What follows belongs to an exercise in optimizing a design on an open flow for small area, a short achievable clock period and few clock cycles per item; a production flow would make more cautious choices.
No run shown here included a check of the RTL's function; only the layout flow was run.

### design/flow/design.v
package fc_layer_pkg;
   localparam int DATA_W = 16;
   localparam int N_INPUTS = 8;
   localparam int N_LANES = 16;
   typedef logic signed [DATA_W-1:0] data_t;
   localparam data_t DATA_MAX = data_t'(2 ** (DATA_W - 1) - 1);
   localparam data_t DATA_MIN = data_t'(-(2 ** (DATA_W - 1)));
   typedef enum logic [2:0] {
      st_load,
      st_settle,
      st_compute,
      st_output,
      st_clear
   } seq_state_t;
endpackage
`timescale 1ns/1ps
module fc_weight_rom #(
   parameter int pos = 0
) (
   input  logic [3:0]         l,
   output logic signed [7:0]  w8,
   output logic signed [15:0] w15,
   output logic [14:0]        tp,
   output logic [14:0]        tn,
   output logic               wneg
);
   localparam [1023:0] T_W8 = {
      {16'h4317, 16'h3879, 16'h4db2, 16'h5dd9, 16'h336c, 16'h3ea5, 16'h46bf, 16'h6529},
      {16'h762a, 16'h25b6, 16'h065b, 16'h0f35, 16'h2ab6, 16'h3d49, 16'h0934, 16'h28a3},
      {16'h3dee, 16'h6fe6, 16'h187a, 16'h611e, 16'h7ebe, 16'h7b5a, 16'h1a00, 16'h604f},
      {16'h7658, 16'h389d, 16'h46a8, 16'h4a61, 16'h5fb3, 16'h3b97, 16'h08d0, 16'h7ce3},
      {16'h6329, 16'h5b88, 16'h29b1, 16'h2464, 16'h7eaf, 16'h24c6, 16'h31d9, 16'h7939},
      {16'h739e, 16'h5326, 16'h6ea1, 16'h1324, 16'h516d, 16'h2c3c, 16'h02fc, 16'h69d6},
      {16'h202c, 16'h7716, 16'h70ee, 16'h7be2, 16'h107d, 16'h2a10, 16'h2ce0, 16'h7c35},
      {16'h7107, 16'h0859, 16'h5827, 16'h1945, 16'h1ea1, 16'h13be, 16'h3a95, 16'h1341}
   };
   localparam [1919:0] T_TP = {
      {16'h0000, 16'h0000, 16'h0000, 16'h0010, 16'h0000, 16'h0481, 16'h7b7f, 16'h6100, 16'h15ca, 16'h7078, 16'h8ec7, 16'h6b8f, 16'h93f7, 16'h0ea5, 16'h6725},
      {16'h0000, 16'h0000, 16'h0000, 16'h0400, 16'h0802, 16'h2461, 16'h53fe, 16'h26c2, 16'h03ad, 16'h0d2d, 16'h0122, 16'h1555, 16'h837c, 16'ha641, 16'h8b20},
      {16'h0001, 16'h0003, 16'h0001, 16'h0003, 16'h0861, 16'h2d97, 16'h7a2d, 16'h334b, 16'h45ad, 16'h635b, 16'h0861, 16'h3dcf, 16'h1a61, 16'h9013, 16'h14e9},
      {16'h0000, 16'h0000, 16'h0000, 16'h0102, 16'h0008, 16'h3130, 16'h4ec7, 16'h5316, 16'h4e07, 16'h27e5, 16'h0c22, 16'h6d72, 16'h40f0, 16'h31b0, 16'he294},
      {16'h0000, 16'h0000, 16'h0000, 16'h0002, 16'h0544, 16'h421a, 16'h38f1, 16'h3477, 16'h6368, 16'h399a, 16'h7c44, 16'h2bba, 16'h1020, 16'h440e, 16'hc3e1},
      {16'h0000, 16'h0000, 16'h0000, 16'h0240, 16'h4000, 16'h1d47, 16'h7ffd, 16'h4444, 16'h2984, 16'h3ac5, 16'h5809, 16'h251a, 16'h0e38, 16'h1459, 16'h9809},
      {16'h0000, 16'h0000, 16'h0000, 16'h2001, 16'h2805, 16'h20c1, 16'h5f3e, 16'h0fb4, 16'h0428, 16'h645b, 16'h296d, 16'h35b1, 16'h92ca, 16'h92a0, 16'h4590},
      {16'h0000, 16'h0000, 16'h0001, 16'h0681, 16'h0400, 16'h0420, 16'h7ddf, 16'h167d, 16'h543a, 16'h15ae, 16'h5555, 16'h9e25, 16'h6cd2, 16'h0504, 16'h4409}
   };
   localparam [1919:0] T_TN = {
      {16'h0000, 16'h0000, 16'h0000, 16'h0010, 16'h0000, 16'h0481, 16'h7b7f, 16'h6100, 16'h15ca, 16'h7078, 16'h8ec7, 16'h6b87, 16'h03ad, 16'h967f, 16'h98da},
      {16'h0000, 16'h0000, 16'h0000, 16'h0400, 16'h0802, 16'h2461, 16'h13fe, 16'h66c2, 16'h432d, 16'h4dad, 16'h41a0, 16'h45d7, 16'hd3e2, 16'hd29e, 16'h34df},
      {16'h0001, 16'h0003, 16'h0001, 16'h0003, 16'h0861, 16'h2d97, 16'h7a2d, 16'h334b, 16'h45ad, 16'h235b, 16'h4861, 16'h5ccb, 16'h7165, 16'h7b05, 16'heb17},
      {16'h0000, 16'h0000, 16'h0000, 16'h0102, 16'h0000, 16'h3138, 16'h4ecf, 16'h531e, 16'h4e0f, 16'h27ec, 16'h0c2b, 16'h6179, 16'h4cbb, 16'h2cdb, 16'h1d63},
      {16'h0000, 16'h0000, 16'h0000, 16'h0002, 16'h0544, 16'h421a, 16'h38f1, 16'h3477, 16'h6368, 16'h399a, 16'h7c44, 16'h03aa, 16'h2830, 16'h7810, 16'h3c1e},
      {16'h0000, 16'h0000, 16'h0000, 16'h0240, 16'h4000, 16'h1d47, 16'h7ffd, 16'h4444, 16'h2984, 16'h3a41, 16'h188d, 16'h449c, 16'h6d9e, 16'h73af, 16'h67f6},
      {16'h0000, 16'h0000, 16'h0000, 16'h2001, 16'h2805, 16'h20c1, 16'h5f3e, 16'h0fb4, 16'h0428, 16'h645b, 16'h2169, 16'h1db4, 16'hba85, 16'h28cf, 16'hba6f},
      {16'h0000, 16'h0000, 16'h0001, 16'h0681, 16'h0400, 16'h0420, 16'h7ddf, 16'h167d, 16'h543a, 16'h15ae, 16'h5555, 16'h0c05, 16'hd620, 16'hbef2, 16'hbff6}
   };
   localparam [127:0] T_WNEG = {
      {16'h4317},
      {16'hf62a},
      {16'hbdee},
      {16'hf658},
      {16'he329},
      {16'h739e},
      {16'ha02c},
      {16'hf107}
   };
   localparam [127:0] T_W15 = {
      16'h0653, 16'hee49, 16'hc5bc, 16'hbe14, 16'h9e54, 16'h541c, 16'heda5, 16'hf175
   };
   always_comb begin
      for (int b = 0; b < 8; b++)  w8[b] = T_W8[(pos*8 + b)*16 + l];
      for (int b = 0; b < 15; b++) tp[b] = T_TP[(pos*15 + b)*16 + l];
      for (int b = 0; b < 15; b++) tn[b] = T_TN[(pos*15 + b)*16 + l];
      wneg = T_WNEG[pos*16 + l];
      w15  = T_W15[pos*16 +: 16];
   end
endmodule
`timescale 1ns/1ps
module fc_mac_lane #(
   parameter int pos  = 0,
   parameter bit relu = 1'b0
) (
   input  logic [15:0] x,
   input  logic [3:0]  l,
   input  logic [15:0] s,
   output logic [15:0] s_out
);
   logic signed [7:0]  w8;
   logic signed [15:0] w15;
   logic [14:0]        tp, tn, mag;
   logic               wneg, is15, ovf, pos_sat;
   logic [15:0]        a;
   logic [7:0]         b;
   logic [3:0]         one, two, neg;
   logic [3:0][16:0]   row;
   logic [16:0]        u, v, tsum;
   logic [15:0]        sat_sum, dec, sat_ovf, res;
   logic t1, t2, t3, t4, t5, t6, t7, t8, t9, t10, t11, t12, t13, t14, t15, t16, t17, t18, t19, t20, t21, t22, t23, t24, t25, t26, t27, t28, t29, t30, t31, t32, t33, t34, t35, t36, t37, t38, t39, t40, t41, t42, t43, t44, t45, t46, t47, t48, t49, t50, t51, t52, t53, t54, t55, t56, t57, t58, t59, t60, t61, t62, t63, t64, t65, t66, t67, t68, t69, t70, t71, t72, t73, t74, t75, t76, t77, t78, t79, t80, t81, t82, t83, t84, t85, t86, t87, t88, t89, t90, t91, t92, t93, t94, t95, t96, t97, t98, t99, t100, t101, t102, t103, t104, t105, t106, t107, t108, t109, t110, t111, t112;
   fc_weight_rom #(.pos(pos)) u_rom (.l, .w8, .w15, .tp, .tn, .wneg);
   assign is15 = (l == 4'd15);
   assign a    = is15 ? w15 : x;
   assign b    = is15 ? x[7:0] : w8;
   always_comb begin
      for (int r = 0; r < 4; r++) begin
         logic bl, bm, bh;
         bl = (r == 0) ? 1'b0 : b[2*r-1];
         bm = b[2*r];
         bh = b[2*r+1];
         one[r] = bm ^ bl;
         two[r] = (bh & ~bm & ~bl) | (~bh & bm & bl);
         neg[r] = bh & ~(bm & bl);
         for (int i = 0; i < 17; i++) begin
            logic ai, am;
            ai = (i == 16) ? a[15] : a[i];
            am = (i == 0) ? 1'b0 : a[i-1];
            row[r][i] = ((one[r] & ai) | (two[r] & am)) ^ neg[r];
         end
      end
   end
   assign t1 = row[0][4] ^ row[1][2];
   assign t2 = row[0][4] & row[1][2];
   assign t3 = row[0][5] ^ row[1][3];
   assign t4 = row[0][5] & row[1][3];
   assign t5 = row[0][6] ^ row[1][4] ^ row[2][2];
   assign t6 = (row[0][6] & row[1][4]) | (row[0][6] & row[2][2]) | (row[1][4] & row[2][2]);
   assign t7 = row[3][0] ^ neg[3];
   assign t8 = row[3][0] & neg[3];
   assign t9 = row[0][7] ^ row[1][5] ^ row[2][3];
   assign t10 = (row[0][7] & row[1][5]) | (row[0][7] & row[2][3]) | (row[1][5] & row[2][3]);
   assign t11 = row[3][1] ^ s[7];
   assign t12 = row[3][1] & s[7];
   assign t13 = row[0][8] ^ row[1][6] ^ row[2][4];
   assign t14 = (row[0][8] & row[1][6]) | (row[0][8] & row[2][4]) | (row[1][6] & row[2][4]);
   assign t15 = row[3][2] ^ s[8];
   assign t16 = row[3][2] & s[8];
   assign t17 = row[0][9] ^ row[1][7] ^ row[2][5];
   assign t18 = (row[0][9] & row[1][7]) | (row[0][9] & row[2][5]) | (row[1][7] & row[2][5]);
   assign t19 = row[3][3] ^ s[9];
   assign t20 = row[3][3] & s[9];
   assign t21 = row[0][10] ^ row[1][8] ^ row[2][6];
   assign t22 = (row[0][10] & row[1][8]) | (row[0][10] & row[2][6]) | (row[1][8] & row[2][6]);
   assign t23 = row[3][4] ^ s[10];
   assign t24 = row[3][4] & s[10];
   assign t25 = row[0][11] ^ row[1][9] ^ row[2][7];
   assign t26 = (row[0][11] & row[1][9]) | (row[0][11] & row[2][7]) | (row[1][9] & row[2][7]);
   assign t27 = row[3][5] ^ s[11];
   assign t28 = row[3][5] & s[11];
   assign t29 = row[0][12] ^ row[1][10] ^ row[2][8];
   assign t30 = (row[0][12] & row[1][10]) | (row[0][12] & row[2][8]) | (row[1][10] & row[2][8]);
   assign t31 = row[3][6] ^ s[12];
   assign t32 = row[3][6] & s[12];
   assign t33 = row[0][13] ^ row[1][11] ^ row[2][9];
   assign t34 = (row[0][13] & row[1][11]) | (row[0][13] & row[2][9]) | (row[1][11] & row[2][9]);
   assign t35 = row[3][7] ^ s[13];
   assign t36 = row[3][7] & s[13];
   assign t37 = row[0][14] ^ row[1][12] ^ row[2][10];
   assign t38 = (row[0][14] & row[1][12]) | (row[0][14] & row[2][10]) | (row[1][12] & row[2][10]);
   assign t39 = row[3][8] ^ s[14];
   assign t40 = row[3][8] & s[14];
   assign t41 = row[0][15] ^ row[1][13] ^ row[2][11];
   assign t42 = (row[0][15] & row[1][13]) | (row[0][15] & row[2][11]) | (row[1][13] & row[2][11]);
   assign t43 = row[3][9] ^ s[15];
   assign t44 = row[3][9] & s[15];
   assign t45 = row[0][16] ^ row[1][14] ^ row[2][12];
   assign t46 = (row[0][16] & row[1][14]) | (row[0][16] & row[2][12]) | (row[1][14] & row[2][12]);
   assign t47 = row[3][10] ^ s[15];
   assign t48 = row[3][10] & s[15];
   assign t49 = row[0][2] ^ row[1][0];
   assign t50 = row[0][2] & row[1][0];
   assign t51 = row[0][3] ^ row[1][1];
   assign t52 = row[0][3] & row[1][1];
   assign t53 = t1 ^ row[2][0] ^ neg[2];
   assign t54 = (t1 & row[2][0]) | (t1 & neg[2]) | (row[2][0] & neg[2]);
   assign t55 = t2 ^ t3 ^ row[2][1];
   assign t56 = (t2 & t3) | (t2 & row[2][1]) | (t3 & row[2][1]);
   assign t57 = t4 ^ t5 ^ t7;
   assign t58 = (t4 & t5) | (t4 & t7) | (t5 & t7);
   assign t59 = t6 ^ t8 ^ t9;
   assign t60 = (t6 & t8) | (t6 & t9) | (t8 & t9);
   assign t61 = t10 ^ t12 ^ t13;
   assign t62 = (t10 & t12) | (t10 & t13) | (t12 & t13);
   assign t63 = t14 ^ t16 ^ t17;
   assign t64 = (t14 & t16) | (t14 & t17) | (t16 & t17);
   assign t65 = t18 ^ t20 ^ t21;
   assign t66 = (t18 & t20) | (t18 & t21) | (t20 & t21);
   assign t67 = t22 ^ t24 ^ t25;
   assign t68 = (t22 & t24) | (t22 & t25) | (t24 & t25);
   assign t69 = t26 ^ t28 ^ t29;
   assign t70 = (t26 & t28) | (t26 & t29) | (t28 & t29);
   assign t71 = t30 ^ t32 ^ t33;
   assign t72 = (t30 & t32) | (t30 & t33) | (t32 & t33);
   assign t73 = t34 ^ t36 ^ t37;
   assign t74 = (t34 & t36) | (t34 & t37) | (t36 & t37);
   assign t75 = t38 ^ t40 ^ t41;
   assign t76 = (t38 & t40) | (t38 & t41) | (t40 & t41);
   assign t77 = t42 ^ t44 ^ t45;
   assign t78 = (t42 & t44) | (t42 & t45) | (t44 & t45);
   assign t79 = row[0][0] ^ neg[0];
   assign t80 = row[0][0] & neg[0];
   assign t81 = row[0][1] ^ s[1];
   assign t82 = row[0][1] & s[1];
   assign t83 = t49 ^ neg[1] ^ s[2];
   assign t84 = (t49 & neg[1]) | (t49 & s[2]) | (neg[1] & s[2]);
   assign t85 = t50 ^ t51 ^ s[3];
   assign t86 = (t50 & t51) | (t50 & s[3]) | (t51 & s[3]);
   assign t87 = t52 ^ t53 ^ s[4];
   assign t88 = (t52 & t53) | (t52 & s[4]) | (t53 & s[4]);
   assign t89 = t54 ^ t55 ^ s[5];
   assign t90 = (t54 & t55) | (t54 & s[5]) | (t55 & s[5]);
   assign t91 = t56 ^ t57 ^ s[6];
   assign t92 = (t56 & t57) | (t56 & s[6]) | (t57 & s[6]);
   assign t93 = t58 ^ t59 ^ t11;
   assign t94 = (t58 & t59) | (t58 & t11) | (t59 & t11);
   assign t95 = t60 ^ t61 ^ t15;
   assign t96 = (t60 & t61) | (t60 & t15) | (t61 & t15);
   assign t97 = t62 ^ t63 ^ t19;
   assign t98 = (t62 & t63) | (t62 & t19) | (t63 & t19);
   assign t99 = t64 ^ t65 ^ t23;
   assign t100 = (t64 & t65) | (t64 & t23) | (t65 & t23);
   assign t101 = t66 ^ t67 ^ t27;
   assign t102 = (t66 & t67) | (t66 & t27) | (t67 & t27);
   assign t103 = t68 ^ t69 ^ t31;
   assign t104 = (t68 & t69) | (t68 & t31) | (t69 & t31);
   assign t105 = t70 ^ t71 ^ t35;
   assign t106 = (t70 & t71) | (t70 & t35) | (t71 & t35);
   assign t107 = t72 ^ t73 ^ t39;
   assign t108 = (t72 & t73) | (t72 & t39) | (t73 & t39);
   assign t109 = t74 ^ t75 ^ t43;
   assign t110 = (t74 & t75) | (t74 & t43) | (t75 & t43);
   assign t111 = t76 ^ t77 ^ t47;
   assign t112 = (t76 & t77) | (t76 & t47) | (t77 & t47);
   assign u[0] = t79;
   assign v[0] = s[0];
   assign u[1] = t80;
   assign v[1] = t81;
   assign u[2] = t82;
   assign v[2] = t83;
   assign u[3] = t84;
   assign v[3] = t85;
   assign u[4] = t86;
   assign v[4] = t87;
   assign u[5] = t88;
   assign v[5] = t89;
   assign u[6] = t90;
   assign v[6] = t91;
   assign u[7] = t92;
   assign v[7] = t93;
   assign u[8] = t94;
   assign v[8] = t95;
   assign u[9] = t96;
   assign v[9] = t97;
   assign u[10] = t98;
   assign v[10] = t99;
   assign u[11] = t100;
   assign v[11] = t101;
   assign u[12] = t102;
   assign v[12] = t103;
   assign u[13] = t104;
   assign v[13] = t105;
   assign u[14] = t106;
   assign v[14] = t107;
   assign u[15] = t108;
   assign v[15] = t109;
   assign u[16] = t110;
   assign v[16] = t111;
   assign mag     = x[15] ? ~x[14:0] : x[14:0];
   assign ovf     = x[15] ? (mag > tn) : (mag > tp);
   assign pos_sat = x[15] ^ ~wneg;
   always_comb begin
      tsum = u + v;
      if (tsum[16] == tsum[15]) sat_sum = tsum[15:0];
      else sat_sum = tsum[16] ? 16'h8000 : 16'h7fff;
      dec = s - 16'd1;
      if (pos_sat) sat_ovf = s[15] ? {~dec[15], dec[14:0]} : 16'h7fff;
      else         sat_ovf = s[15] ? 16'h8000 : {1'b1, s[14:0]};
      res = ovf ? sat_ovf : sat_sum;
      if (relu && res[15]) s_out = '0;
      else s_out = res;
   end
endmodule
`timescale 1ns/1ps
module fc_layer_top #(
   parameter int n_inputs = fc_layer_pkg::N_INPUTS,
   parameter int n_lanes  = fc_layer_pkg::N_LANES,
   parameter int data_w   = fc_layer_pkg::DATA_W,
   parameter bit relu_en  = 1'b1
) (
   input  logic                clk,
   input  logic                reset,
   input  logic                input_valid,
   output logic                input_ready,
   input  fc_layer_pkg::data_t input_data,
   output logic                output_valid,
   input  logic                output_ready,
   output fc_layer_pkg::data_t output_data
);
   logic [7:0][15:0] xs;         
   logic [7:0]       slot_par;   
   logic [7:0]       free;       
   logic [7:0]       rd15;       
   logic [7:0]       writable;
   logic [2:0]       wcnt;       
   logic             wpar;       
   logic             h_valid;    
   logic [15:0]      h_data;
   logic             wr_go;
   logic [15:0]      wr_data;
   logic [3:0]       l_inj;      
   logic             p_inj;      
   logic             fire_inj;
   logic [7:1]       bv;
   logic [7:1][3:0]  btag;
   logic [7:1]       bpar;
   logic [7:1][15:0] bs;
   logic [7:1]       wt;         
   logic [7:1]       blk;        
   logic [7:1]       fire;
   logic             out_stall;
   logic [7:0][15:0] s_new;      
   assign input_ready = ~h_valid;
   assign out_stall   = output_valid & ~output_ready;
   always_comb begin
      for (int j = 1; j < 8; j++) wt[j] = bv[j] & (bpar[j] ^ slot_par[j]);
      blk[7] = out_stall;
      for (int j = 6; j >= 1; j--) blk[j] = blk[j+1] | wt[j+1];
      for (int j = 1; j < 8; j++) fire[j] = bv[j] & ~wt[j] & ~blk[j];
      fire_inj = ~(slot_par[0] ^ p_inj) & ~(blk[1] | wt[1]);
      rd15[0] = fire_inj & (l_inj == 4'd15);
      for (int k = 1; k < 8; k++) rd15[k] = fire[k] & (btag[k] == 4'd15);
      writable = free | rd15;
      wr_data = h_valid ? h_data : input_data;
      wr_go   = (h_valid | input_valid) & writable[wcnt];
   end
   fc_mac_lane #(.pos(0)) u_mac0 (.x(xs[0]), .l(l_inj), .s(16'd0), .s_out(s_new[0]));
   for (genvar j = 1; j < 8; j++) begin : g_mac
      fc_mac_lane #(.pos(j), .relu(j == 7 && relu_en)) u_mac (
         .x(xs[j]), .l(btag[j]), .s(bs[j]), .s_out(s_new[j])
      );
   end
   always_ff @(posedge clk) begin
      if (reset) begin
         wcnt     <= '0;
         wpar     <= 1'b0;
         h_valid  <= 1'b0;
         slot_par <= '1;
         free     <= '1;
         l_inj    <= '0;
         p_inj    <= 1'b0;
         bv       <= '0;
      end else begin
         if (wr_go) begin
            slot_par[wcnt] <= wpar;
            wcnt <= wcnt + 1'b1;
            if (wcnt == 3'd7) wpar <= ~wpar;
         end
         h_valid <= h_valid ? ~writable[wcnt] : (input_valid & ~writable[wcnt]);
         for (int k = 0; k < 8; k++) begin
            if (wr_go && wcnt == 3'(k)) free[k] <= 1'b0;
            else if (rd15[k]) free[k] <= 1'b1;
         end
         if (fire_inj) begin
            l_inj <= l_inj + 1'b1;
            if (l_inj == 4'd15) p_inj <= ~p_inj;
         end
         bv[1] <= fire_inj | (bv[1] & ~fire[1]);
         for (int j = 2; j < 8; j++) bv[j] <= fire[j-1] | (bv[j] & ~fire[j]);
      end
   end
   always_ff @(posedge clk) begin
      if (~h_valid) h_data <= input_data;
      for (int k = 0; k < 8; k++) begin
         if (wr_go && wcnt == 3'(k)) xs[k] <= wr_data;
      end
      if (fire_inj) begin
         btag[1] <= l_inj;
         bpar[1] <= p_inj;
         bs[1]   <= s_new[0];
      end
      for (int j = 2; j < 8; j++) begin
         if (fire[j-1]) begin
            btag[j] <= btag[j-1];
            bpar[j] <= bpar[j-1];
            bs[j]   <= s_new[j-1];
         end
      end
   end
   logic [15:0] od;
   logic        ov;
   always_ff @(posedge clk) begin
      if (reset) ov <= 1'b0;
      else       ov <= fire[7] | (ov & ~output_ready);
      if (fire[7]) od <= s_new[7];
   end
   assign output_valid = ov;
   assign output_data  = od;
endmodule
### design/flow/constraint.sdc
create_clock -name core_clock -period 12.0 [get_ports {clk}]
set_input_delay 2.4000 -clock core_clock [delete_from_list [all_inputs] [get_ports {clk}]]
set_output_delay 2.4000 -clock core_clock [all_outputs]
set_load 0.01 [all_outputs]
### design/flow/run.sh
#!/bin/bash
# synth_recipe.tcl (not shown) runs the flow's synth.tcl, then flattens the netlist and writes it again
# the make line also repeats each setting of config.mk as NAME=value (left out here)
make -C /OpenROAD-flow-scripts/flow DESIGN_CONFIG=/design/flow/config.mk WORK_HOME=/design/flow/orfs CLKGATE_MAP_FILE= SYNTH_SCRIPT=/design/flow/synth_recipe.tcl finish
### design/flow/config.mk
export PLATFORM = sky130hd
export DESIGN_NAME = fc_layer_top
export DESIGN_NICKNAME = fc_layer_top
export VERILOG_FILES = /design/flow/design.v
export SDC_FILE = /design/flow/constraint.sdc
export NUM_CORES = 4
export LEC_CHECK = 0
export CAP_MARGIN = 20
export CORE_MARGIN = 2
export CORE_UTILIZATION = 40
export PLACE_DENSITY = 0.6
export SLEW_MARGIN = 20
==> reports/metrics.yaml, run 1 <==
status:
  status: "no timing/DRC/antenna violations"
critical_path:
  worst_setup_path_start_kind: "register"
  critical_path.n_buffers_inverters: 2
  worst_ep_required_time_ns: 12.41
  logic_depth_of_the_worst_register_to_register_path: 25
  rrSetupSlack_ns: 3.09
  slowest_stage_cell_crit_path: "sky130_fd_sc_hd__a21oi_1"
  timing.critical_path.slowest_cell_delay_ns: 0.82
  cp_num_cells: 25
  timing.rr.end: "bs[55]"
  worst-endpoint-arrival_ns: 9.32
  worst-setup-path-type: "register to register"
  critical_path.top_delay_family: "compound AO/OA/AOI/OAI gates"
  timing.critical_path.fanout_max: 22
  kind_of_capture_point_of_the_worst_setup_path: "register"
  crit_path_frequent_cell: "sky130_fd_sc_hd__fa_1"
  rr_startpoint: "btag[9]"
logic_synthesis:
  synth_cell_types: 106
  synth_most_common_cell: "sky130_fd_sc_hd__inv_1"
  synth-main-ff-cell: "sky130_fd_sc_hd__edfxtp_1"
  synth.cell_area_um2: 52600
  synthesis_stage_register_bit_count: 340
  post_synth_inst_count: 6526
  yosys-top-cells-count: "sky130_fd_sc_hd__inv_1 (695), sky130_fd_sc_hd__ha_1 (508), sky130_fd_sc_hd__nand2_1 (499), sky130_fd_sc_hd__nor2_1 (486), sky130_fd_sc_hd__o21ai_0 (471)"
  synth-warning-count: 17
  synth_edf_count: 290
  synthArstFlopShare_pct: 0
  synth.top_cell.area_share_pct: 16.6
  syn_area_per_cell_um2: 8.06
  seq_area_frac_synth_pct: 18.5
  netlist.top_cell.by_area: "sky130_fd_sc_hd__edfxtp_1"
  postSynthNetCount: 7328
  netlist_top_cells_area: "sky130_fd_sc_hd__edfxtp_1 (17%), sky130_fd_sc_hd__ha_1 (12%), sky130_fd_sc_hd__fa_1 (10%)"
drt:
  post-route-drc-count: 0
  postRouteWirelength_mm: 158
  drtPass1Iterations: 7
  via_count: 46200
  drtAntennaViolNets: 0
  first_iter_violations: 4667
  average_vias_per_placed_instance: 5.71
  routedWlPerCell_um: 19.5
finish:
  layout.filler_cells: 13100
  post_route_cells_drive_above_1_share_pct: 4.93
  layout.nets: 7113
  multiInputGateArea_um2: 38800
  ff_latch_area_um2: 9710
  area_growth_pct: 6.28
sta:
  maxSlewHeadroom_pct: 27.4
  finalMaxSlewViolations: 0
  fin_ws_ns: 3.09
  fin_skew_ns: 0.0272
  timing_hold_violations_final: 0
  final.min_clock_period_ns: 8.91
  report.final.setup_viol: 0
  share_of_the_cycle_needed_by_the_critical_path_after_routing_pct: 74.2
  rsz_0062_raised_after_global_routing: "no"
  fin_tns_setup_ns: 0
  fmax_mhz: 112
  timing_worst_slew_pin_value_ns: 1.09
floorplan:
  die_height_um: 367
  die_area_um2: 134000
  core_area_um2: 131000
  pin_count: 38
  placement_rows: 133
  dieWidth_um: 367
  initial_core_utilization_pct: 40.2
clock_tree:
  clk_root_buffer_cell: "sky130_fd_sc_hd__clkbuf_16"
  cts-root-to-sink-buffers: 3
  clock-sinks: 340
  cts_max_level: 2
  cts_resized: 0
  clk_transition_reported_paths_ns: 0.07
  insertion_delay_ns: 0.61
  post_cts.repair.setup_buffers: 0
  cts_tree: "built"
  tritoncts_buffer_count: 42
  cts.hold.buffers_added: 0
min_path:
  min_path_type: "register to register"
  min_to: "bv[1]"
  worst_hold_startpoint: "bv[1]"
  hold-path-cell-count: 2
grt:
  grt_antenna_before_repair: 3
  grt_busiest_layer: "met2"
  grt_max_degree: 56
  grt_met1_usage_pct: 33.1
  grt_first_pass_wirelength_mm: 250
  first_global_vias: 43600
  globalRouteMet3Util_pct: 2.43
  grtUsageMet2_pct: 36.2
  grt.total_usage_pct: 22.9
  grt_overflow: 0
job:
  drv.max_cap_violation_count: 0
place:
  gp_routability_congestion: 0.934
  place_hpwl_mm: 121
  dp_worst_slack_ns: 3.20
  io_buffer_count: 36
## worst max-delay path by stage
| stage | to | startpoint | slack [ns] |
|---|---|---|---|
| 2_1_floorplan | bs[1] | l_inj[0] | 4.75 |
| 3_3_place_gp | bs[48] | btag[9] | 3.55 |
| 3_5_place_dp | bs[55] | btag[9] | 3.20 |
| 4_1_cts | bs[55] | btag[9] | 3.15 |
| 5_1_grt | bs[55] | btag[9] | 2.48 |
| 6_report | bs[55] | btag[9] | 3.09 |
## cell type report
| type | count | share of cell area, % |
|---|---|---|
| clock inverter | 29 | 0.783 |
| inverter | 712 | 4.78 |
| timing repair buffer | 126 | 1.84 |
| multi-input combinational | 5089 | 69.4 |
| sequential | 340 | 17.4 |
| clock buffer | 48 | 1.92 |
| antenna | 5 | 0.0224 |
| tap | 1755 | 3.93 |
## sequential cells by signal, indices dropped and copies added (netlist names)
name / cells
free: 8
ov: 1
wpar: 1
bs: 112
btag: 28
wcnt: 3
p_inj: 1
bpar: 7
od: 15
bv: 7
l_inj: 4
h_data: 16
h_valid: 1
slot_par: 8
xs: 128
## metrics by stage
| step | std cells | area [um^2] | utilization (%) | hold WS (ns) |
|---|---|---|---|---|
| finish | 8104 | 55900 | 42.7 | 0.466 |
| global route | 8099 | 55900 | 42.7 | 0.494 |
| CTS | 8099 | 55900 | 42.7 | 0.465 |
| detailed placement | 8022 | 54400 | 41.5 | 0.457 |
| global placement | 8021 | 54300 | 41.5 | 0.455 |
| floorplan | 6526 | 52600 | - | 0.403 |
## layer usage
layer,share of wire (%),up-vias
li1,-,22300
met1,46,22100
met2,45,1661
met3,6.7,220
met4,2.4,0
met5,0,-
## cell families after synthesis
kind of cell    count (synthesis)  synth area share (%)
other cells                     1               0.00713
fa+ha+maj                     784                  22.5
buf+inv                      1097                  8.01
flops                         340                  18.5
mux                           104                  2.32
xor+xnor                      703                  12.0
compound gates               1795                  21.5
simple gates                 1702                  15.2
## tightest hold or removal path, delay by kind of cell (launching register included)
| kind | cells | cell delay (ns) |
|---|---|---|
| flops | 1 | 0.31 |
| compound gates | 1 | 0.05 |
| simple gates | 1 | 0.05 |
## cell usage in the layout (no fill, tap or decap), types with 35 or more instances in the layout
cell type / synthesis / layout
sky130_fd_sc_hd__o211ai_1: 37 / 37
sky130_fd_sc_hd__ha_1: 508 / 508
sky130_fd_sc_hd__o21ai_0: 471 / 470
sky130_fd_sc_hd__a22oi_1: 102 / 102
sky130_fd_sc_hd__and2_1: 35 / 35
sky130_fd_sc_hd__nor2_1: 486 / 484
sky130_fd_sc_hd__mux2i_1: 51 / 51
sky130_fd_sc_hd__nand3_1: 171 / 171
sky130_fd_sc_hd__o21bai_1: 37 / 37
sky130_fd_sc_hd__fa_1: 274 / 274
sky130_fd_sc_hd__o22ai_1: 86 / 86
sky130_fd_sc_hd__nand2b_1: 114 / 114
sky130_fd_sc_hd__edfxtp_1: 290 / 290
sky130_fd_sc_hd__inv_1: 695 / 695
sky130_fd_sc_hd__a31oi_1: 70 / 69
sky130_fd_sc_hd__o21a_1: 91 / 91
sky130_fd_sc_hd__buf_4: 9 / 90
sky130_fd_sc_hd__a211oi_1: 49 / 46
sky130_fd_sc_hd__a32oi_1: 65 / 65
sky130_fd_sc_hd__xnor2_1: 411 / 409
sky130_fd_sc_hd__a21o_1: 80 / 80
sky130_fd_sc_hd__clkdlybuf4s50_1: 0 / 35
sky130_fd_sc_hd__nor3_1: 102 / 101
sky130_fd_sc_hd__clkbuf_16: 0 / 42
sky130_fd_sc_hd__dfxtp_1: 50 / 50
sky130_fd_sc_hd__or3_1: 35 / 35
sky130_fd_sc_hd__mux2_2: 42 / 42
sky130_fd_sc_hd__nor2b_1: 77 / 77
sky130_fd_sc_hd__xor2_1: 283 / 281
sky130_fd_sc_hd__nand2_1: 499 / 499
sky130_fd_sc_hd__a21oi_1: 461 / 460
==> inputs of run 2 (changes only) <==
--- a/design/flow/config.mk
+++ b/design/flow/config.mk
@@ -5,8 +5,10 @@
 export SDC_FILE = /design/flow/constraint.sdc
 export NUM_CORES = 4
 export LEC_CHECK = 0
+export ABC_CLOCK_PERIOD_IN_PS = 5000
 export CAP_MARGIN = 20
 export CORE_MARGIN = 2
 export CORE_UTILIZATION = 40
 export PLACE_DENSITY = 0.6
+export SETUP_SLACK_MARGIN = 5
 export SLEW_MARGIN = 20
==> run 2 against run 1 <==
  * Still clean on timing, DRC and antenna
  * Core utilization up 2.1 points
  * Synthesized cell count unchanged
  * Clock skew up 0.0065 ns
  * Design area up 5.0%
  * Clock-buffer cell count up 10
  * Routed wire length up 4.6%
  * Critical path depth unchanged
==> reports/metrics.yaml, run 2 <==
status:
  status: "no timing/DRC/antenna violations"
critical_path:
  worst_setup_path_start_kind: "register"
  kind_of_capture_point_of_the_worst_setup_path: "register"
  worst-endpoint-arrival_ns: 7.31  # -2.01 ns
  worst-setup-path-type: "register to register"
  logic_depth_of_the_worst_register_to_register_path: 25  # unchanged
  timing.critical_path.slowest_cell_delay_ns: 0.59  # -0.23 ns
  worst_ep_required_time_ns: 12.46  # +0.05 ns
  slowest_stage_cell_crit_path: "sky130_fd_sc_hd__fa_2"
  timing.critical_path.fanout_max: 16  # -27%
  rrSetupSlack_ns: 5.15  # +2.05 ns
drt:
  average_vias_per_placed_instance: 5.75  # +0.70%
  postRouteWirelength_mm: 165  # +4.6%
  first_iter_violations: 5143  # +10%
  via_count: 47600  # +2.8%
  drtPass1Iterations: 6  # -1
  drtAntennaViolNets: 0  # unchanged
  post-route-drc-count: 0  # unchanged
  routedWlPerCell_um: 20.0  # +2.4%
finish:
  post_route_cells_drive_above_1_share_pct: 10.7  # +5.8 points
  ff_latch_area_um2: 9720  # about the same
  layout.filler_cells: 13000  # -0.67%
  most_common_cell_after_layout_fill_and_taps_aside: "sky130_fd_sc_hd__inv_1"
  area_growth_pct: 11.6
  largest_reg_flops: 128  # unchanged
  layout.cells.most_common_list: "sky130_fd_sc_hd__inv_1 (673), sky130_fd_sc_hd__nand2_1 (490), sky130_fd_sc_hd__nor2_1 (467), sky130_fd_sc_hd__ha_1 (461), sky130_fd_sc_hd__o21ai_0 (451)"
  final_area_um2: 58700  # +5.0%
  multiInputGateArea_um2: 40200  # +3.7%
  layout.nets: 7279  # +2.3%
  layout_top_registers: "xs x128, bs x112, btag x28"
  top_register: "xs"
clock_tree:
  cts_max_level: 2  # unchanged
  cts_tree: "built"
  cts-root-to-sink-buffers: 3  # unchanged
  clk_transition_reported_paths_ns: 0.07  # about the same
  clock-sinks: 340  # unchanged
  insertion_delay_ns: 0.64  # +0.03 ns
  clk_root_buffer_cell: "sky130_fd_sc_hd__clkbuf_16"
  tritoncts_buffer_count: 45  # +7.1%
logic_synthesis:
  synth-warning-count: 17  # unchanged
  netlist_top_cells_area: "sky130_fd_sc_hd__edfxtp_1 (17%), sky130_fd_sc_hd__ha_1 (12%), sky130_fd_sc_hd__fa_1 (10%)"
  synthesis_stage_register_bit_count: 340  # unchanged
  syn_area_per_cell_um2: 8.06  # unchanged
  post_synth_inst_count: 6526  # unchanged
  seq_area_frac_synth_pct: 18.5  # unchanged
  postSynthNetCount: 7328  # unchanged
  yosys-top-cells-count: "sky130_fd_sc_hd__inv_1 (695), sky130_fd_sc_hd__ha_1 (508), sky130_fd_sc_hd__nand2_1 (499), sky130_fd_sc_hd__nor2_1 (486), sky130_fd_sc_hd__o21ai_0 (471)"
  synth-main-ff-cell: "sky130_fd_sc_hd__edfxtp_1"
  synth_most_common_cell: "sky130_fd_sc_hd__inv_1"
  synth_cell_types: 106  # unchanged
  synthArstFlopShare_pct: 0  # unchanged
  synth.top_cell.area_share_pct: 16.6  # unchanged
  netlist.top_cell.by_area: "sky130_fd_sc_hd__edfxtp_1"
  synth.cell_area_um2: 52600  # unchanged
  synth_edf_count: 290  # unchanged
place:
  place_hpwl_mm: 123  # +1.7%
  gp_routability_congestion: 0.954  # +2.2%
  place_area_um2: 54400  # about the same
  io_buffer_count: 36  # unchanged
floorplan:
  pin_count: 38  # unchanged
  core_area_um2: 131000  # unchanged
  die_height_um: 367  # unchanged
  dieWidth_um: 367  # unchanged
  placement_rows: 133  # unchanged
  die_area_um2: 134000  # unchanged
  initial_core_utilization_pct: 40.2  # unchanged
sta:
  maxSlewHeadroom_pct: 22.2  # -5.2 points
  timing_hold_violations_final: 0  # unchanged
  timing_worst_slew_pin_value_ns: 1.17  # +0.0776 ns
  finalMaxSlewViolations: 0  # unchanged
  fin_skew_ns: 0.0336  # +0.00645 ns
  fmax_mhz: 146  # +30%
  final.min_clock_period_ns: 6.85  # -2.05 ns
  rsz_0062_raised_after_global_routing: "yes"
  fin_tns_setup_ns: 0  # unchanged
  share_of_the_cycle_needed_by_the_critical_path_after_routing_pct: 57.1  # -17 points
  report.final.setup_viol: 0  # unchanged
min_path:
  min_path_type: "register to register"
  hold-path-cell-count: 0  # -2
grt:
  grt_max_degree: 56  # unchanged
  first_global_vias: 44100  # +1.1%
  grt_antenna_before_repair: 12  # +9
  grt_first_pass_wirelength_mm: 254  # +1.9%
  grt.total_usage_pct: 23.5  # +0.62 points
  grt_overflow: 0  # unchanged
job:
  drv.max_cap_violation_count: 0  # unchanged
-- run 2: cell counts after synthesis --
No cell type changed its count.
-- run 2: cells by family (layout without fill, tap and decap cells) --
family          after synthesis  in the layout  synth area share [%]
compound gates             1795           1796                  21.5
simple gates               1702           1705                  15.2
buf+inv                    1097           1080                  8.01
fa+ha+maj                   784            784                  22.5
xor+xnor                    703            703                  12.0
flops                       340            340                  18.5
mux                         104            104                  2.32
other cells                   1              9               0.00713
-- run 2: layout make-up --
cell class	count	area share, %
Antenna cell	8	0.0341
Clock buffer	58	2.09
Clock inverter	25	0.415
Inverter	712	4.68
Multi-Input combinational cell	5093	68.5
Sequential cell	340	16.5
Tap cell	1755	3.74
Timing Repair Buffer	282	3.99
Timing Repair inverter	3	0.0256
-- run 2: layer usage --
layer / vias to the layer above / wire [um] / track usage [%]
met5: - / 0 / 0
met4: 0 / 4970 / 7.04
met3: 253 / 11800 / 2.68
met2: 1807 / 73600 / 36.9
met1: 22900 / 75100 / 33.8
li1: 22600 / - / -
-- run 2: stage by stage --
step	worst slack [ns]	cells	hold WS [ns]	util (%)
floorplan	5.00	6526	0.403	-
global placement	3.36	8026	0.450	41.5
detailed placement	3.35	8026	0.458	41.5
CTS	5.00	8166	0.470	43.4
global route	4.94	8271	0.479	44.8
finish	5.15	8276	0.471	44.8
-- run 2: repair_timing --
| action | CTS | global route |
|---|---|---|
| resized for setup | 142 | 231 |
| setup buffers | 54 | 96 |
| gates cloned | 3 | 6 |
| hold buffers | 0 | 0 |
| pin swaps | 9 | 45 |
| endpoints found under the setup margin | 265 | 266 |
-- run 2: critical path, delay by kind of cell, from the launching register on --
family          cells  cell delay [ns]
fa+ha+maj           5             2.08
compound gates     10             2.08
simple gates        5             0.62
mux                 1             0.55
flops               1             0.53
buf+inv             3             0.48
xor+xnor            1             0.31
-- run 2: final timing paths --
check,startpoint,endpoint
worst max register to register,btag[20],bs[97]
worst min register to register,bpar[4],bpar[5]
worst max-delay path,btag[20],bs[97]
worst min-delay path,bpar[4],bpar[5]
==> inputs of run 3 (changes only) <==
--- a/design/flow/design.v
+++ b/design/flow/design.v
@@ -18,21 +18,21 @@
    parameter int pos = 0
 ) (
    input  logic [3:0]         l,
-   output logic signed [7:0]  w8,
+   output logic [11:0]        dig,
    output logic signed [15:0] w15,
    output logic [14:0]        tp,
    output logic [14:0]        tn,
    output logic               wneg
 );
-   localparam [1023:0] T_W8 = {
-      {16'h4317, 16'h3879, 16'h4db2, 16'h5dd9, 16'h336c, 16'h3ea5, 16'h46bf, 16'h6529},
-      {16'h762a, 16'h25b6, 16'h065b, 16'h0f35, 16'h2ab6, 16'h3d49, 16'h0934, 16'h28a3},
-      {16'h3dee, 16'h6fe6, 16'h187a, 16'h611e, 16'h7ebe, 16'h7b5a, 16'h1a00, 16'h604f},
-      {16'h7658, 16'h389d, 16'h46a8, 16'h4a61, 16'h5fb3, 16'h3b97, 16'h08d0, 16'h7ce3},
-      {16'h6329, 16'h5b88, 16'h29b1, 16'h2464, 16'h7eaf, 16'h24c6, 16'h31d9, 16'h7939},
-      {16'h739e, 16'h5326, 16'h6ea1, 16'h1324, 16'h516d, 16'h2c3c, 16'h02fc, 16'h69d6},
-      {16'h202c, 16'h7716, 16'h70ee, 16'h7be2, 16'h107d, 16'h2a10, 16'h2ce0, 16'h7c35},
-      {16'h7107, 16'h0859, 16'h5827, 16'h1945, 16'h1ea1, 16'h13be, 16'h3a95, 16'h1341}
+   localparam [1535:0] T_DIG = {
+      {16'h4307, 16'h4cb2, 16'h3148, 16'h46bf, 16'h0a24, 16'h104a, 16'h05c1, 16'h0296, 16'h75cb, 16'h6eb5, 16'h781a, 16'h6529},
+      {16'h7228, 16'h044b, 16'h22b6, 16'h0934, 16'h5010, 16'h086c, 16'h0382, 16'h0114, 16'h23ed, 16'h2583, 16'h347d, 16'h28a3},
+      {16'h358c, 16'h1860, 16'h64be, 16'h1a00, 16'h0000, 16'h6044, 16'h04a4, 16'h1a00, 16'h779c, 16'h1fa0, 16'h615a, 16'h604f},
+      {16'h7650, 16'h0488, 16'h5723, 16'h08d0, 16'h00c0, 16'h0809, 16'h4420, 16'h0010, 16'h7e35, 16'h15d2, 16'h3347, 16'h7ce3},
+      {16'h6229, 16'h0991, 16'h5e2f, 16'h31d9, 16'h0880, 16'h0514, 16'h4a60, 16'h00c0, 16'h7239, 16'h5acb, 16'h151f, 16'h7939},
+      {16'h319e, 16'h6e81, 16'h5141, 16'h02fc, 16'h0038, 16'h3d84, 16'h5111, 16'h0228, 16'h3d87, 16'h4249, 16'h2ec0, 16'h69d6},
+      {16'h0028, 16'h608e, 16'h107d, 16'h2ce0, 16'h5002, 16'h0000, 16'h380d, 16'h00c0, 16'h07f8, 16'h6b9f, 16'h06f0, 16'h7c35},
+      {16'h7106, 16'h4026, 16'h0c21, 16'h3a95, 16'h2900, 16'h4002, 16'h0414, 16'h2894, 16'h507e, 16'h07e4, 16'h292b, 16'h1341}
    };
    localparam [1919:0] T_TP = {
       {16'h0000, 16'h0000, 16'h0000, 16'h0010, 16'h0000, 16'h0481, 16'h7b7f, 16'h6100, 16'h15ca, 16'h7078, 16'h8ec7, 16'h6b8f, 16'h93f7, 16'h0ea5, 16'h6725},
@@ -68,7 +68,7 @@
       16'h0653, 16'hee49, 16'hc5bc, 16'hbe14, 16'h9e54, 16'h541c, 16'heda5, 16'hf175
    };
    always_comb begin
-      for (int b = 0; b < 8; b++)  w8[b] = T_W8[(pos*8 + b)*16 + l];
+      for (int b = 0; b < 12; b++) dig[b] = T_DIG[(pos*12 + b)*16 + l];
       for (int b = 0; b < 15; b++) tp[b] = T_TP[(pos*15 + b)*16 + l];
       for (int b = 0; b < 15; b++) tn[b] = T_TN[(pos*15 + b)*16 + l];
       wneg = T_WNEG[pos*16 + l];
@@ -82,33 +82,36 @@
 ) (
    input  logic [15:0] x,
    input  logic [3:0]  l,
+   input  logic        is15,
+   input  logic [11:0] dig,
    input  logic [15:0] s,
    output logic [15:0] s_out
 );
-   logic signed [7:0]  w8;
+   logic [11:0]        dig_unused;
    logic signed [15:0] w15;
    logic [14:0]        tp, tn, mag;
-   logic               wneg, is15, ovf, pos_sat;
+   logic               wneg, ovf, pos_sat;
    logic [15:0]        a;
-   logic [7:0]         b;
+   logic [3:0]         xone, xtwo, xneg;
    logic [3:0]         one, two, neg;
    logic [3:0][16:0]   row;
    logic [16:0]        u, v, tsum;
    logic [15:0]        sat_sum, dec, sat_ovf, res;
    logic t1, t2, t3, t4, t5, t6, t7, t8, t9, t10, t11, t12, t13, t14, t15, t16, t17, t18, t19, t20, t21, t22, t23, t24, t25, t26, t27, t28, t29, t30, t31, t32, t33, t34, t35, t36, t37, t38, t39, t40, t41, t42, t43, t44, t45, t46, t47, t48, t49, t50, t51, t52, t53, t54, t55, t56, t57, t58, t59, t60, t61, t62, t63, t64, t65, t66, t67, t68, t69, t70, t71, t72, t73, t74, t75, t76, t77, t78, t79, t80, t81, t82, t83, t84, t85, t86, t87, t88, t89, t90, t91, t92, t93, t94, t95, t96, t97, t98, t99, t100, t101, t102, t103, t104, t105, t106, t107, t108, t109, t110, t111, t112;
-   fc_weight_rom #(.pos(pos)) u_rom (.l, .w8, .w15, .tp, .tn, .wneg);
-   assign is15 = (l == 4'd15);
+   fc_weight_rom #(.pos(pos)) u_rom (.l, .dig(dig_unused), .w15, .tp, .tn, .wneg);
    assign a    = is15 ? w15 : x;
-   assign b    = is15 ? x[7:0] : w8;
    always_comb begin
       for (int r = 0; r < 4; r++) begin
          logic bl, bm, bh;
-         bl = (r == 0) ? 1'b0 : b[2*r-1];
-         bm = b[2*r];
-         bh = b[2*r+1];
-         one[r] = bm ^ bl;
-         two[r] = (bh & ~bm & ~bl) | (~bh & bm & bl);
-         neg[r] = bh & ~(bm & bl);
+         bl = (r == 0) ? 1'b0 : x[2*r-1];
+         bm = x[2*r];
+         bh = x[2*r+1];
+         xone[r] = bm ^ bl;
+         xtwo[r] = (bh & ~bm & ~bl) | (~bh & bm & bl);
+         xneg[r] = bh & ~(bm & bl);
+         one[r] = is15 ? xone[r] : dig[r];
+         two[r] = is15 ? xtwo[r] : dig[4+r];
+         neg[r] = is15 ? xneg[r] : dig[8+r];
          for (int i = 0; i < 17; i++) begin
             logic ai, am;
             ai = (i == 16) ? a[15] : a[i];
@@ -312,6 +315,8 @@
    logic [7:1][3:0]  btag;
    logic [7:1]       bpar;
    logic [7:1][15:0] bs;
+   logic [7:1][11:0] bdig;       
+   logic [7:1]       bis15;      
    logic [7:1]       wt;         
    logic [7:1]       blk;        
    logic [7:1]       fire;
@@ -331,10 +336,24 @@
       wr_data = h_valid ? h_data : input_data;
       wr_go   = (h_valid | input_valid) & writable[wcnt];
    end
-   fc_mac_lane #(.pos(0)) u_mac0 (.x(xs[0]), .l(l_inj), .s(16'd0), .s_out(s_new[0]));
+   logic [7:0][11:0] dig_next;   
+   logic [7:0][14:0] unused_t;
+   logic [7:0]       unused_w;
+   logic [7:0][15:0] unused_w15;
+   fc_weight_rom #(.pos(0)) u_dig0 (.l(l_inj), .dig(dig_next[0]), .w15(unused_w15[0]),
+                                    .tp(unused_t[0]), .tn(), .wneg(unused_w[0]));
+   fc_weight_rom #(.pos(1)) u_dig1 (.l(l_inj), .dig(dig_next[1]), .w15(unused_w15[1]),
+                                    .tp(unused_t[1]), .tn(), .wneg(unused_w[1]));
+   for (genvar j = 2; j < 8; j++) begin : g_dig
+      fc_weight_rom #(.pos(j)) u_dig (.l(btag[j-1]), .dig(dig_next[j]), .w15(unused_w15[j]),
+                                      .tp(unused_t[j]), .tn(), .wneg(unused_w[j]));
+   end
+   fc_mac_lane #(.pos(0)) u_mac0 (
+      .x(xs[0]), .l(l_inj), .is15(l_inj == 4'd15), .dig(dig_next[0]), .s(16'd0), .s_out(s_new[0])
+   );
    for (genvar j = 1; j < 8; j++) begin : g_mac
       fc_mac_lane #(.pos(j), .relu(j == 7 && relu_en)) u_mac (
-         .x(xs[j]), .l(btag[j]), .s(bs[j]), .s_out(s_new[j])
+         .x(xs[j]), .l(btag[j]), .is15(bis15[j]), .dig(bdig[j]), .s(bs[j]), .s_out(s_new[j])
       );
    end
    always_ff @(posedge clk) begin
@@ -373,12 +392,16 @@
       end
       if (fire_inj) begin
          btag[1] <= l_inj;
+         bdig[1] <= dig_next[1];
+         bis15[1] <= (l_inj == 4'd15);
          bpar[1] <= p_inj;
          bs[1]   <= s_new[0];
       end
       for (int j = 2; j < 8; j++) begin
          if (fire[j-1]) begin
             btag[j] <= btag[j-1];
+            bdig[j] <= dig_next[j];
+            bis15[j] <= bis15[j-1];
             bpar[j] <= bpar[j-1];
             bs[j]   <= s_new[j-1];
          end
==> run 3 against run 2 <==
  * Clock-buffer cell count rose by 4
  * Critical endpoint is now bs[2]
  * Routed wire length fell by 3.0%
  * Maximum frequency rose by 3.1%
  * Worst hold slack improved by 0.016 ns
==> reports/metrics.yaml, run 3 <==
status:
  status: "no timing/DRC/antenna violations"
finish:
  post_route_cells_drive_above_1_share_pct: 6.15  # -4.6 points
  layout_top_registers: "xs x128, bs x112, bdig x81"
  area_growth_pct: 6.95
  layout.nets: 7050  # -3.1%
  layout.cells.most_common_list: "sky130_fd_sc_hd__inv_1 (694), sky130_fd_sc_hd__nor2_1 (595), sky130_fd_sc_hd__xnor2_1 (507), sky130_fd_sc_hd__ha_1 (503), sky130_fd_sc_hd__a21oi_1 (437)"
  layout.filler_cells: 13500  # +3.6%
  largest_reg_flops: 128  # unchanged
  most_common_cell_after_layout_fill_and_taps_aside: "sky130_fd_sc_hd__inv_1"
  top_register: "xs"
critical_path:
  worst_ep_required_time_ns: 12.39  # -0.07 ns
  kind_of_capture_point_of_the_worst_setup_path: "register"
  timing.rr.end: "bs[2]"
  timing.critical_path.fanout_max: 15  # -1
  rr_startpoint: "l_inj[0]"
  worst-endpoint-arrival_ns: 7.04  # -0.27 ns
  worstSetupEndpoint: "bs[2]"
  logic_depth_of_the_worst_register_to_register_path: 21  # -16%
  rrSetupSlack_ns: 5.36  # +0.21 ns
  worst-setup-path-type: "register to register"
  worst_setup_path_start_kind: "register"
  crit_path_start: "l_inj[0]"
sta:
  rsz_0062_raised_after_global_routing: "no"
  share_of_the_cycle_needed_by_the_critical_path_after_routing_pct: 55.4  # -1.7 points
  report.final.setup_viol: 0  # unchanged
  final.min_clock_period_ns: 6.64  # -0.208 ns
  finalMaxSlewViolations: 0  # unchanged
  fin_skew_ns: 0.0301  # -0.00349 ns
  timing_worst_slew_pin_value_ns: 1.06  # -0.109 ns
  timing_hold_violations_final: 0  # unchanged
  maxSlewHeadroom_pct: 29.5  # +7.3 points
  fin_tns_setup_ns: 0  # unchanged
  fmax_mhz: 151  # +3.1%
logic_synthesis:
  synthesis_stage_register_bit_count: 428  # +26%
  synth-warning-count: 17  # unchanged
  netlist_top_cells_area: "sky130_fd_sc_hd__edfxtp_1 (21%), sky130_fd_sc_hd__ha_1 (11%), sky130_fd_sc_hd__fa_1 (10%)"
  syn_area_per_cell_um2: 8.56  # +6.1%
  synth_edf_count: 378  # +30%
  synth.cell_area_um2: 55000  # +4.6%
  synth_most_common_cell: "sky130_fd_sc_hd__inv_1"
  postSynthNetCount: 7230  # -1.3%
  synthArstFlopShare_pct: 0  # unchanged
  yosys-top-cells-count: "sky130_fd_sc_hd__inv_1 (695), sky130_fd_sc_hd__nor2_1 (595), sky130_fd_sc_hd__xnor2_1 (511), sky130_fd_sc_hd__ha_1 (504), sky130_fd_sc_hd__a21oi_1 (439)"
  netlist.top_cell.by_area: "sky130_fd_sc_hd__edfxtp_1"
  synth.top_cell.area_share_pct: 20.6  # +4.1 points
  post_synth_inst_count: 6432  # -1.4%
  seq_area_frac_synth_pct: 22.4  # +4.0 points
  synth_cell_types: 114  # +7.5%
  synth-main-ff-cell: "sky130_fd_sc_hd__edfxtp_1"
floorplan:
  die_area_um2: 141000  # +4.6%
  initial_core_utilization_pct: 40.2  # about the same
  dieWidth_um: 375  # +2.3%
  placement_rows: 136  # +2.3%
  core_area_um2: 137000  # +4.6%
  pin_count: 38  # unchanged
  die_height_um: 375  # +2.3%
grt:
  grt_max_degree: 64  # +14%
  first_global_vias: 43500  # -1.3%
  grt_first_pass_wirelength_mm: 252  # -1.0%
  grt.total_usage_pct: 22.4  # -1.2 points
  grt_antenna_before_repair: 7  # -5
  grt_overflow: 0  # unchanged
place:
  place_hpwl_mm: 123  # +0.40%
  gp_routability_congestion: 0.934  # -2.1%
  io_buffer_count: 36  # unchanged
clock_tree:
  clock-sinks: 428  # +26%
  cts_max_level: 2  # unchanged
  tritoncts_buffer_count: 53  # +18%
  insertion_delay_ns: 0.65  # about the same
  cts-root-to-sink-buffers: 3  # unchanged
  clk_root_buffer_cell: "sky130_fd_sc_hd__clkbuf_16"
  cts_tree: "built"
  clk_transition_reported_paths_ns: 0.06  # about the same
  cts.hold.buffers_added: 0  # unchanged
drt:
  routedWlPerCell_um: 19.8  # -0.82%
  postRouteWirelength_mm: 161  # -3.0%
  drtPass1Iterations: 6  # unchanged
  drtAntennaViolNets: 0  # unchanged
  via_count: 45700  # -3.9%
  average_vias_per_placed_instance: 5.65  # -1.7%
  first_iter_violations: 4235  # -18%
  post-route-drc-count: 0  # unchanged
min_path:
  hold-path-cell-count: 2  # +2
  min_path_type: "register to register"
job:
  drv.max_cap_violation_count: 0  # unchanged
==> run 3: changes by cell type in the layout (fill, tap and decap cells not counted), sizes merged, moves of 79 or more <==
| cell | delta |
|---|---|
| o21ai | -138 |
| nor2 | +107 |
| buf | -153 |
| a22oi | +83 |
| nand3 | -97 |
| nand2 | -136 |
| a221oi | +79 |
| edfxtp | +88 |
| xnor2 | +104 |
==> run 3: cells by family (layout without fill, tap and decap cells) <==
logic type	Yosys count	count (layout)	synth area share (%)
AOI/OAI and AO/OA	1657	1657	19.8
DFF	428	428	22.4
buffers and inverters	1084	949	7.63
adders and majority gates	783	783	21.5
other	1	5	0.00681
xor gates and xnor gates	815	815	13.2
muxes	99	99	1.99
and+or+nand+nor	1565	1565	13.4
==> run 3: worst min path at each step <==
stage | startpoint | end | slack, ns
2_1_floorplan | bis15[1] | bis15[2] | 0.42
3_3_place_gp | btag[11] | btag[15] | 0.47
3_5_place_dp | bpar[6] | bpar[7] | 0.48
4_1_cts | bv[1] | bv[1] | 0.49
5_1_grt | bpar[1] | bpar[2] | 0.50
6_report | bv[1] | bv[1] | 0.49
==> run 3: per-layer routing <==
| metal | vias up | wire length (um) | GRT usage (%) |
|---|---|---|---|
| met4 | 6 | 4360 | 6.44 |
| met1 | 22000 | 74800 | 32.3 |
| met5 | - | 40 | 0 |
| li1 | 22000 | - | - |
| met3 | 267 | 9920 | 2.69 |
| met2 | 1446 | 71400 | 35.0 |
==> run 3: final cells by class <==
| type | count | area, um^2 | share of cell area, % |
|---|---|---|---|
| multi-input cells | 4920 | 38700 | 65.7 |
| flip-flops and latches | 428 | 12400 | 21.0 |
| inverters | 722 | 2710 | 4.61 |
| well taps | 1794 | 2240 | 3.81 |
| clock buffers | 62 | 1400 | 2.38 |
| repair buffers | 127 | 1090 | 1.85 |
| clock inverters | 38 | 369 | 0.627 |
| diodes | 4 | 10.0 | 0.0170 |
==> run 3: repair_timing <==
| action | CTS | global route |
|---|---|---|
| buffers inserted | 0 | 10 |
| gates resized for setup | 2 | 15 |
| endpoints found under the setup margin | 15 | 55 |
| pin swaps | 0 | 4 |
| cloned | 0 | 0 |
==> run 3: worst max-delay path, stage by stage (launching register included) <==
cell and delay (ns):
sky130_fd_sc_hd__dfxtp_2 0.50, sky130_fd_sc_hd__inv_1 0.18, sky130_fd_sc_hd__ha_1 0.47, sky130_fd_sc_hd__mux2i_1 0.14
sky130_fd_sc_hd__a2bb2oi_2 0.34, sky130_fd_sc_hd__or2_1 0.54, sky130_fd_sc_hd__inv_2 0.23, sky130_fd_sc_hd__xnor2_1 0.21
sky130_fd_sc_hd__fa_1 0.55, sky130_fd_sc_hd__inv_1 0.05, sky130_fd_sc_hd__fa_1 0.47, sky130_fd_sc_hd__fa_1 0.52
sky130_fd_sc_hd__inv_1 0.04, sky130_fd_sc_hd__ha_1 0.33, sky130_fd_sc_hd__a21boi_0 0.14, sky130_fd_sc_hd__a41o_1 0.23
sky130_fd_sc_hd__a221o_1 0.39, sky130_fd_sc_hd__a221oi_2 0.35, sky130_fd_sc_hd__xnor2_2 0.23, sky130_fd_sc_hd__a21oi_4 0.10
sky130_fd_sc_hd__buf_12 0.17, sky130_fd_sc_hd__o22a_1 0.20
==> run 3: stage by stage <==
stage,hold slack [ns],cells,utilization (%),area [um^2],setup slack (ns)
global placement,0.472,7979,41.5,56800,4.80
global route,0.504,8091,43.0,58900,5.00
floorplan,0.421,6432,-,55100,5.40
CTS,0.486,8080,42.8,58600,5.04
detailed placement,0.477,7980,41.5,56800,4.77
finish,0.487,8095,43.0,58900,5.36
==> inputs of run 4 (changes only) <==
==> design/flow/flow/run.sh (new file) <==
#!/bin/bash
set -euo pipefail
export SETUP_SLACK_MARGIN=7.5
bash standard.sh > standard_flow.log 2>&1
==> design/flow/standard.sh (new file) <==
#!/bin/bash
# synth_recipe.tcl (not shown) runs the flow's synth.tcl, then flattens the netlist and writes it again
# the make line also repeats each setting of config.mk as NAME=value (left out here)
make -C /OpenROAD-flow-scripts/flow DESIGN_CONFIG=/design/flow/config.mk WORK_HOME=/design/flow/orfs CLKGATE_MAP_FILE= SYNTH_SCRIPT=/design/flow/synth_recipe.tcl "${@:-finish}"
removed: design/flow/run.sh
==> run 4 against run 3 <==
  * Global-route usage did not move
  * Via count did not move
  * Die area did not move
  * Cell count did not move
  * Clock skew did not move
  * Sequential cell count did not move
  * Critical path type unchanged
==> reports/metrics.yaml, run 4 <==
status:
  status: "no timing/DRC/antenna violations"
logic_synthesis:
  synthesis_stage_register_bit_count: 428  # unchanged
  seq_area_frac_synth_pct: 22.4  # unchanged
  synth.top_cell.area_share_pct: 20.6  # unchanged
  post_synth_inst_count: 6432  # unchanged
  synth-main-ff-cell: "sky130_fd_sc_hd__edfxtp_1"
  synth_most_common_cell: "sky130_fd_sc_hd__inv_1"
  synth_edf_count: 378  # unchanged
  yosys-top-cells-count: "sky130_fd_sc_hd__inv_1 (695), sky130_fd_sc_hd__nor2_1 (595), sky130_fd_sc_hd__xnor2_1 (511), sky130_fd_sc_hd__ha_1 (504), sky130_fd_sc_hd__a21oi_1 (439)"
  synth.cell_area_um2: 55000  # unchanged
  netlist_top_cells_area: "sky130_fd_sc_hd__edfxtp_1 (21%), sky130_fd_sc_hd__ha_1 (11%), sky130_fd_sc_hd__fa_1 (10%)"
  synth-warning-count: 17  # unchanged
  synthArstFlopShare_pct: 0  # unchanged
  synth_cell_types: 114  # unchanged
sta:
  report.final.setup_viol: 0  # unchanged
  fmax_mhz: 151  # unchanged
  timing_worst_slew_pin_value_ns: 1.06  # unchanged
  fin_ws_ns: 5.36  # unchanged
  fin_skew_ns: 0.0301  # unchanged
  timing_hold_violations_final: 0  # unchanged
  share_of_the_cycle_needed_by_the_critical_path_after_routing_pct: 55.4  # unchanged
  fin_tns_setup_ns: 0  # unchanged
  finalMaxSlewViolations: 0  # unchanged
drt:
  drtAntennaViolNets: 0  # unchanged
  average_vias_per_placed_instance: 5.65  # unchanged
  first_iter_violations: 4235  # unchanged
  post-route-drc-count: 0  # unchanged
  routedWlPerCell_um: 19.8  # unchanged
  drtPass1Iterations: 6  # unchanged
  postRouteWirelength_mm: 161  # unchanged
floorplan:
  die_area_um2: 141000  # unchanged
  dieWidth_um: 375  # unchanged
  die_height_um: 375  # unchanged
  pin_count: 38  # unchanged
  initial_core_utilization_pct: 40.2  # unchanged
  core_area_um2: 137000  # unchanged
finish:
  top_register: "xs"
  post_route_cells_drive_above_1_share_pct: 6.15  # unchanged
  layout.nets: 7050  # unchanged
  layout_top_registers: "xs x128, bs x112, bdig x81"
  layout.cells.most_common_list: "sky130_fd_sc_hd__inv_1 (694), sky130_fd_sc_hd__nor2_1 (595), sky130_fd_sc_hd__xnor2_1 (507), sky130_fd_sc_hd__ha_1 (503), sky130_fd_sc_hd__a21oi_1 (437)"
  area_growth_pct: 6.95  # unchanged
  largest_reg_flops: 128  # unchanged
  most_common_cell_after_layout_fill_and_taps_aside: "sky130_fd_sc_hd__inv_1"
critical_path:
  worst_ep_required_time_ns: 12.39  # about the same
  slowest_stage_cell_crit_path: "sky130_fd_sc_hd__fa_1"
  logic_depth_of_the_worst_register_to_register_path: 21  # unchanged
  timing.rr.end: "bs[2]"
  kind_of_capture_point_of_the_worst_setup_path: "register"
  crit_path_start: "l_inj[0]"
  cp_cell_sequence: "inv_1 > ha_1 > mux2i_1 > a2bb2oi_2 > or2_1 > inv_2 > xnor2_1 > fa_1 > inv_1 > fa_1 > fa_1 > inv_1 > ha_1 > a21boi_0 > a41o_1 > a221o_1 > a221oi_2 > xnor2_2 > a21oi_4 > buf_12 > o22a_1"
  timing.critical_path.slowest_cell_delay_ns: 0.55  # about the same
  worst-endpoint-arrival_ns: 7.04  # about the same
clock_tree:
  clock-sinks: 428  # unchanged
  cts-root-to-sink-buffers: 3  # unchanged
  tritoncts_buffer_count: 53  # unchanged
  clk_root_buffer_cell: "sky130_fd_sc_hd__clkbuf_16"
  cts_max_level: 2  # unchanged
place:
  io_buffer_count: 36  # unchanged
  gp_routability_congestion: 0.934  # unchanged
  place_hpwl_mm: 123  # unchanged
  dp_worst_slack_ns: 4.77  # unchanged
grt:
  grt.total_usage_pct: 22.4  # unchanged
  grt_first_pass_wirelength_mm: 252  # unchanged
  grt_max_degree: 64  # unchanged
  first_global_vias: 43500  # unchanged
  grt_overflow: 0  # unchanged
min_path:
  min_path_type: "register to register"
[run 4: cell counts after synthesis]
Identical to the previous run, type by type.
[run 4: cell type report]
class | count | area, um^2
diodes | 4 | 10.0
clock buffers | 62 | 1400
clock inverters | 38 | 369
fillers | 13500 | 78100
inverters | 722 | 2710
multi-input cells | 4920 | 38700
flip-flops and latches | 428 | 12400
well taps | 1794 | 2240
repair buffers | 127 | 1090
[run 4: logic make-up after synthesis]
kind of cell | share of synthesized area [%]
AO/OA/AOI/OAI | 19.8
XOR/XNOR | 13.2
adder cells (fa/ha/maj) | 21.5
buffers and inverters | 7.63
flip-flops | 22.4
multiplexers | 1.99
other | 0.00681
AND/OR/NAND/NOR | 13.4
[run 4: routing by layer]
| layer | routed length [um] | track usage [%] | vias to the layer above |
|---|---|---|---|
| met1 | 74800 | 32.3 | 22000 |
| met4 | 4360 | 6.44 | 6 |
| met5 | 40 | 0 | - |
| met3 | 9920 | 2.69 | 267 |
| met2 | 71400 | 35.0 | 1446 |
| li1 | - | - | 22000 |
[run 4: repair_timing]
action                                  in CTS  in global routing
hold buffers                                 0                  0
pin swaps                                    0                  4
resized for setup                            2                 15
endpoints found under the setup margin      15                 55
buffers inserted                             0                 10
[run 4: worst min-delay path by stage]
stage                     startpoint  endpoint  slack, ns  depth (start not counted)
after floorplan             bis15[1]  bis15[2]       0.42                          0
after global placement      btag[11]  btag[15]       0.47                          0
after detailed placement     bpar[6]   bpar[7]       0.48                          0
after CTS                      bv[1]     bv[1]       0.49                          2
after global routing         bpar[1]   bpar[2]       0.50                          0
final                          bv[1]     bv[1]       0.49                          2
[run 4: critical path, delay by kind of cell, from the launching register on]
family          cells  cell delay, ns
buf+inv             5            0.67
compound gates      7            1.75
fa+ha+maj           5            2.34
mux                 1            0.14
simple gates        1            0.54
flops               1            0.50
xor+xnor            2            0.44
[run 4: stage by stage]
| step | hold WS, ns | util [%] | area (um^2) | std cells |
|---|---|---|---|---|
| floorplan | 0.421 | - | 55100 | 6432 |
| global placement | 0.472 | 41.5 | 56800 | 7979 |
| detailed placement | 0.477 | 41.5 | 56800 | 7980 |
| CTS | 0.486 | 42.8 | 58600 | 8080 |
| global route | 0.504 | 43.0 | 58900 | 8091 |
| finish | 0.487 | 43.0 | 58900 | 8095 |

-- separate check: timing with driven ports --
The results above use ideal ports. As a check the final layouts listed here were re-extracted and re-timed, cells and wires unchanged. Step 1 sets driving cells, clkbuf_16 on the clock port and buf_2 on the other inputs (assumed; they add their load-dependent delay and slew). Step 2 adds t to the input delays and takes it off the output delays; t is the mean of the earliest and latest rising clock arrival at the registers after step 1. Input paths then give back, and output paths get back, about the clock's delay inside the block. Three values: ideal, step 1, step 2; two values: the first two.
run | t, ns | setup slack, ns | slew at the worst register clock pin (ns)
run 1 | 0.678 | 3.093 / 3.093 / 3.093 | 0.07 / 0.07
run 2 | 0.702 | 5.148 / 5.148 / 4.824 | 0.07 / 0.07
run 3 | 0.710 | 5.355 / 5.355 / 4.759 | 0.07 / 0.07
run 4 | 0.710 | 5.355 / 5.355 / 4.759 | 0.07 / 0.07
After both steps every run listed still meets setup and hold.
